This is an optimization exercise on Yosys and OpenROAD, whose aim is small area, a short achievable clock period and few clock cycles per item, not a production implementation.
In this exercise RTL edits were held to simulation tests only and were not proved equivalent to the original.

==> design.v <==
package pe_array_pkg;
    localparam int FEATURE_WD = 8;
    localparam int WEIGHT_WD  = 8;
    localparam int PROD_WD    = FEATURE_WD + WEIGHT_WD;    
    localparam int ACC_WD     = 18;
    localparam int PE_COL_NUM = 4;
    localparam int PE_H_NUM   = 2;     
    localparam int PE_OC_NUM  = 2;
    localparam int PE_GRP_NUM = 2;     
    localparam int TAP_NUM    = 9;
    localparam int TAP_CNT_WD = 4;
    localparam int GRP_W_WD  = PE_OC_NUM * WEIGHT_WD;
    localparam int GRP_IN_WD = PE_H_NUM * PE_COL_NUM * FEATURE_WD + GRP_W_WD;
    localparam int BEAT_WD   = PE_GRP_NUM * GRP_IN_WD + PE_COL_NUM + PE_GRP_NUM;
    localparam int ROW_ACC_WD = PE_COL_NUM * ACC_WD;                         
    localparam int GRP_ACC_WD = PE_OC_NUM * PE_H_NUM * ROW_ACC_WD;           
    localparam int RESULT_WD  = PE_GRP_NUM * GRP_ACC_WD;                     
endpackage
`timescale 1ns/1ps
module pe_ctrl_fsm (
    input  logic clk,
    input  logic rstn,
    input  logic beat_valid,
    input  logic row_done,
    input  logic result_ready,
    output logic beat_ready,
    output logic result_valid,
    output logic beat_fire,
    output logic acc_clr
);
    typedef enum logic {
        ACCUM   = 1'b0,
        PE_DONE = 1'b1
    } state_e;
    state_e state;
    state_e state_nxt;
    always_ff @(posedge clk or negedge rstn) begin
        if (!rstn) begin
            state <= ACCUM;
        end else begin
            state <= state_nxt;
        end
    end
    always_comb begin
        state_nxt = state;
        case (state)
            ACCUM: begin
                if (row_done) state_nxt = PE_DONE;    
            end
            PE_DONE: begin
                if (result_ready) state_nxt = ACCUM;
            end
            default: state_nxt = ACCUM;
        endcase
    end
    assign beat_ready   = (state == ACCUM);
    assign result_valid = (state == PE_DONE);
    assign beat_fire    = beat_valid & beat_ready;
    assign acc_clr      = result_valid & result_ready;    
endmodule
`timescale 1ns/1ps
module tap_counter (
    input  logic clk,
    input  logic rstn,
    input  logic beat_fire,
    output logic row_done
);
    logic [pe_array_pkg::TAP_CNT_WD-1:0] tap_cnt;
    logic                  last_tap;
    assign last_tap = (tap_cnt == pe_array_pkg::TAP_CNT_WD'(pe_array_pkg::TAP_NUM - 1));
    assign row_done = beat_fire & last_tap;
    always_ff @(posedge clk or negedge rstn) begin
        if (!rstn) begin
            tap_cnt <= '0;
        end else if (beat_fire) begin
            if (last_tap) begin
                tap_cnt <= '0;
            end else begin
                tap_cnt <= tap_cnt + 1'b1;
            end
        end
    end
endmodule
`timescale 1ns/1ps
module pe_row (
    input  logic                                                              clk,
    input  logic                                                              rstn,
    input  logic                                                              beat_fire,
    input  logic                                                              acc_clr,
    input  logic                                                              en,
    input  logic [pe_array_pkg::PE_COL_NUM*pe_array_pkg::FEATURE_WD-1:0]      features,
    input  logic [pe_array_pkg::WEIGHT_WD-1:0]                                weight,
    input  logic [pe_array_pkg::PE_COL_NUM-1:0]                               col_vld,
    output logic [pe_array_pkg::ROW_ACC_WD-1:0]                               acc
);
    localparam int COL_NUM = pe_array_pkg::PE_COL_NUM;
    localparam int F_WD    = pe_array_pkg::FEATURE_WD;
    localparam int P_WD    = pe_array_pkg::PROD_WD;
    localparam int A_WD    = pe_array_pkg::ACC_WD;
    logic [COL_NUM*A_WD-1:0] prod_ext;    
    for (genvar c = 0; c < COL_NUM; c++) begin : g_mul
        logic signed [P_WD-1:0] prod;
        assign prod                  = $signed(features[F_WD*c +: F_WD]) * $signed(weight);
        assign prod_ext[A_WD*c +: A_WD] = {{(A_WD - P_WD){prod[P_WD-1]}}, prod};
    end
    always_ff @(posedge clk or negedge rstn) begin
        if (!rstn) begin
            acc <= '0;
        end else if (acc_clr) begin
            acc <= '0;
        end else if (beat_fire && en) begin
            for (int c = 0; c < COL_NUM; c++) begin
                if (col_vld[c]) begin
                    acc[A_WD*c +: A_WD] <= acc[A_WD*c +: A_WD] + prod_ext[A_WD*c +: A_WD];    
                end
            end
        end
    end
endmodule
`timescale 1ns/1ps
module pe_ic_group (
    input  logic                                clk,
    input  logic                                rstn,
    input  logic                                beat_fire,
    input  logic                                acc_clr,
    input  logic                                grp_vld,
    input  logic [pe_array_pkg::GRP_IN_WD-1:0]  grp_in,
    input  logic [pe_array_pkg::PE_COL_NUM-1:0] col_vld,
    output logic [pe_array_pkg::GRP_ACC_WD-1:0] grp_acc
);
    localparam int OC_NUM = pe_array_pkg::PE_OC_NUM;
    localparam int H_NUM  = pe_array_pkg::PE_H_NUM;
    localparam int W_WD   = pe_array_pkg::WEIGHT_WD;
    localparam int FR_WD  = pe_array_pkg::PE_COL_NUM * pe_array_pkg::FEATURE_WD;
    localparam int WS_WD  = pe_array_pkg::GRP_W_WD;
    localparam int ROW_WD = pe_array_pkg::ROW_ACC_WD;
    for (genvar oc = 0; oc < OC_NUM; oc++) begin : g_oc
        for (genvar h = 0; h < H_NUM; h++) begin : g_h
            pe_row u_row (
                .clk       (clk),
                .rstn      (rstn),
                .beat_fire (beat_fire),
                .acc_clr   (acc_clr),
                .en        (grp_vld),
                .features  (grp_in[WS_WD + FR_WD*h +: FR_WD]),    
                .weight    (grp_in[W_WD*oc +: W_WD]),            
                .col_vld   (col_vld),
                .acc       (grp_acc[ROW_WD*(H_NUM*oc + h) +: ROW_WD])
            );
        end
    end
endmodule
`timescale 1ns/1ps
module pe_array_top (
    input  logic                                   clk,
    input  logic                                   rstn,
    input  logic [pe_array_pkg::BEAT_WD-1:0]       beat,
    input  logic                                   beat_valid,
    output logic                                   beat_ready,
    output logic [pe_array_pkg::RESULT_WD-1:0]     result,
    output logic                                   result_valid,
    input  logic                                   result_ready
);
    localparam int GRP_NUM = pe_array_pkg::PE_GRP_NUM;
    localparam int COL_NUM = pe_array_pkg::PE_COL_NUM;
    localparam int IN_WD   = pe_array_pkg::GRP_IN_WD;
    localparam int ACC_WD  = pe_array_pkg::GRP_ACC_WD;
    logic beat_fire;
    logic acc_clr;
    logic row_done;
    pe_ctrl_fsm u_ctrl (
        .clk          (clk),
        .rstn         (rstn),
        .beat_valid   (beat_valid),
        .row_done     (row_done),
        .result_ready (result_ready),
        .beat_ready   (beat_ready),
        .result_valid (result_valid),
        .beat_fire    (beat_fire),
        .acc_clr      (acc_clr)
    );
    tap_counter u_tap (
        .clk       (clk),
        .rstn      (rstn),
        .beat_fire (beat_fire),
        .row_done  (row_done)
    );
    for (genvar g = 0; g < GRP_NUM; g++) begin : g_grp
        pe_ic_group u_grp (
            .clk       (clk),
            .rstn      (rstn),
            .beat_fire (beat_fire),
            .acc_clr   (acc_clr),
            .grp_vld   (beat[g]),
            .grp_in    (beat[GRP_NUM + COL_NUM + IN_WD*g +: IN_WD]),
            .col_vld   (beat[GRP_NUM +: COL_NUM]),    
            .grp_acc   (result[ACC_WD*g +: ACC_WD])
        );
    end
endmodule
==> run.sh <==
#!/bin/bash
# synth_recipe.tcl (not shown) runs the flow's synth.tcl, then flattens the netlist and writes it again
# the make line also repeats each setting of config.mk as NAME=value (left out here)
make -C /OpenROAD-flow-scripts/flow DESIGN_CONFIG=/design/flow/config.mk WORK_HOME=/design/flow/orfs CLKGATE_MAP_FILE= SYNTH_SCRIPT=/design/flow/synth_recipe.tcl finish
==> config.mk <==
export PLATFORM = sky130hd
export DESIGN_NAME = pe_array_top
export DESIGN_NICKNAME = pe_array_top
export VERILOG_FILES = /design/flow/design.v
export SDC_FILE = /design/flow/constraint.sdc
export NUM_CORES = 4
export LEC_CHECK = 0
export CAP_MARGIN = 20
export CORE_MARGIN = 2
export CORE_UTILIZATION = 40
export SLEW_MARGIN = 20
==> constraint.sdc <==
create_clock -name core_clock -period 7.5 [get_ports {clk}]
set_input_delay 1.5000 -clock core_clock [delete_from_list [all_inputs] [get_ports {clk}]]
set_output_delay 1.5000 -clock core_clock [all_outputs]
set_load 0.01 [all_outputs]
==> run notes <==
metrics by stage:
step	cell area, um^2	std cells
final	151000	20622
after global routing	151000	20619
after CTS	151000	20612
after detailed placement	147000	20452
after global placement	147000	20452
after floorplan	125000	14713
cell usage after synthesis, types with 82 or more instances:
| master | n |
|---|---|
| xnor2_1 | 607 |
| o21bai_1 | 103 |
| a21o_1 | 165 |
| o21ai_0 | 565 |
| nand2_1 | 1069 |
| nor2b_1 | 82 |
| nand3_1 | 389 |
| nand2b_1 | 128 |
| fa_1 | 1792 |
| clkbuf_1 | 514 |
| a21oi_1 | 770 |
| dfrtp_1 | 581 |
| inv_1 | 2943 |
| and2_1 | 1334 |
| or3_1 | 95 |
| a211oi_1 | 123 |
| ha_1 | 1474 |
| xor2_1 | 243 |
| nor2_1 | 720 |
| nor3_1 | 271 |
state kept, by name (all words and copies together) (netlist names):
| register | cells |
|---|---|
| u_tap.tap_cnt | 4 |
| u_ctrl.state | 1 |
| g_grp.u_grp.g_oc.g_h.u_row.acc | 576 |
final cells by class:
cell class,instances,area [um^2]
diodes,10,25.0
clock buffers,126,2550
repair buffers,2143,19200
flip-flops and latches,581,14500
clock inverters,34,513
fillers,30195,161000
well taps,4140,5180
inverters,2943,11000
multi-input cells,10645,97500
routing by layer:
layer	share of wire [%]	routed length, um
met5	0.025	90
met4	3.1	11200
met1	45	162000
met2	47	167000
met3	4.8	17200
kinds of logic (layout without fill, tap and decap cells):
kind of cell	count (synthesis)	count (layout)	share of synthesized area (%)
flops	581	581	11.6
other cells	0	10	0
simple gates	4279	4279	17.3
xor+xnor	852	852	5.98
fa+ha+maj	3266	3266	43.4
mux	15	15	0.121
buf+inv	3487	5246	10.5
compound gates	2233	2233	11.1
final timing paths:
check / startpoint / depth (start not counted) / end
setup / recovery: beat[66] / 26 / g_grp[0].u_grp.g_oc[1].g_h[1].u_row.acc[35]
hold / removal: g_grp[0].u_grp.g_oc[1].g_h[0].u_row.acc[35] / 1 / g_grp[0].u_grp.g_oc[1].g_h[0].u_row.acc[35]
setup reg to reg: u_ctrl.state / 5 / g_grp[0].u_grp.g_oc[0].g_h[0].u_row.acc[71]
hold reg to reg: g_grp[0].u_grp.g_oc[1].g_h[0].u_row.acc[35] / 1 / g_grp[0].u_grp.g_oc[1].g_h[0].u_row.acc[35]
max in group asynchronous: rstn / 3 / g_grp[0].u_grp.g_oc[0].g_h[0].u_row.acc[22]
min in group asynchronous: rstn / 1 / g_grp[1].u_grp.g_oc[0].g_h[1].u_row.acc[26]
==> results.toml <==
[sta]
finalSetupViolations = 0
fin_crit_ns = 7.07
holdWs_ns = 0.476
hold_viol = 0
totalNegativeSetupSlack_ns = 0
slew_headroom_pct = 32.8
rsz0062_at_grt = "no"
skew_ns = 0.0416
finalCritPeriodShare_pct = 94.2
max_freq_mhz = 141
drv_slew = 0
worst_pin_slew_ns = 1.01
finalWorstSetupSlack_ns = 0.432

[clock_network]
cts_buffers = 89
cts.sinks = 581
postCtsHoldBufs = 0
path_clk_slew_ns = 0.06
insertion_delay_ns = 0.83
cts_buffer_depth = 4
cts_root_buffer = "clkbuf_16"
htreeDepth = 3
post_cts_buffers = 0
cts_tree = "yes"
cts_resized = 0

[synthesis]
yosysTopAreaCell = "fa_1"
ys_ff_latch = 581
synthCells = 14713
synth_fp_nets = 18149
synth.distinct_cells = 83
synth_area_per_cell_um2 = 8.50
yosys-top-cells-area = "fa_1 29%, ha_1 15%, dfrtp_1 12%"
syn_area_um2 = 125000
ys_seq_area_share_pct = 11.6
synth.top_cell.area_share_pct = 28.7
synth-edff-count = 0
yosysWarnings = 3
ys.flop_type = "dfrtp_1"
synth_async_sr_flop_share_pct = 100

[global_route]
met3_usage_pct = 3.13
first_global_vias = 104468
grt_remaining_overflow = 0
top_usage_layer = "met2"
grt_pass1_wl_um = 578000
antenna_found_initial = 41
gr-usage-met1_pct = 30.9
grt_max_degree = 124
grtUsageTotal_pct = 22.9
met2_usage_pct = 38.1

[layout]
syn2layout_area_growth_pct = 20.4
layout-drive-gt1-share_pct = 10.1
final_cell_mix = "2939 x inv_1, 1792 x fa_1, 1474 x ha_1"
fin_util_pct = 48.4
mostFrequentLayoutCell = "inv_1"
final_nets = 19839

[routing]
drt-total-wl_um = 358000
num_vias = 102578
first_pass_iters = 6
detail_route.iter0.violations = 5296
wl_per_cell_um = 17.3
vias_per_cell = 4.97
drc = 0
ant_nets = 0

[floorplanning]
initial_utilization_pct = 40.2
dieWidth_um = 563
die_y_um = 563
io_pins = 748
core_um2 = 311000
std_cell_rows = 205
die_area_um2 = 317000

[place]
port_buffers = 747
place_congestion = 0.886
dp_hpwl_um = 297000
dp_slack_ns = -0.372

[worst_setup_path]
path_buf_inv = 6
r2r_setup_slack_ns = 4.22
crit_slowest_cell = "clkdlybuf4s50_1"
start_kind = "primary input"
path_max_fanout = 7
required_ns = 8.21
crit_family = "adder cells"
critical_path_class = "in2reg"
end_kind = "register"
arrival_ns = 7.78
cpPeakStageDelay_ns = 0.58

[run]
maxCapViolCount = 0

[worst_hold_path]
min_path_type = "reg2reg"

[outcome]
status = "finished clean"
Testbench counts, summed over its fixed seeds: cycles 12,000, rows 1,200.

port drivers added, routing unchanged:
The results above use ideal ports. As a check the final layout listed here was re-extracted and re-timed, cells and wires unchanged.
Step 1: set_driving_cell puts a clkbuf_16 on clk and a buf_2 on each other input, an assumption about the parent block.
Step 2, shift: input delay + t, output delay - t, t = (earliest + latest rising clock arrival at the registers) / 2. This alone moves slack from input paths to output paths.
Slacks: no drivers / after step 1 / after step 2; pairs: no drivers / after step 1.
t (ns): 0.898
setup slack, ns: 0.432 / 0.460 / -0.438
hold slack, ns: 0.476 / 0.476 / 0.476
clock arrival spread, ns: 0.068 / 0.068
slew at the worst register clock pin (ns): 0.06 / 0.06
With both steps, setup timing fails in this run, where it was met with ideal ports. The setup slack of this run moves by +0.028 ns with the drivers and by -0.870 ns with both steps.
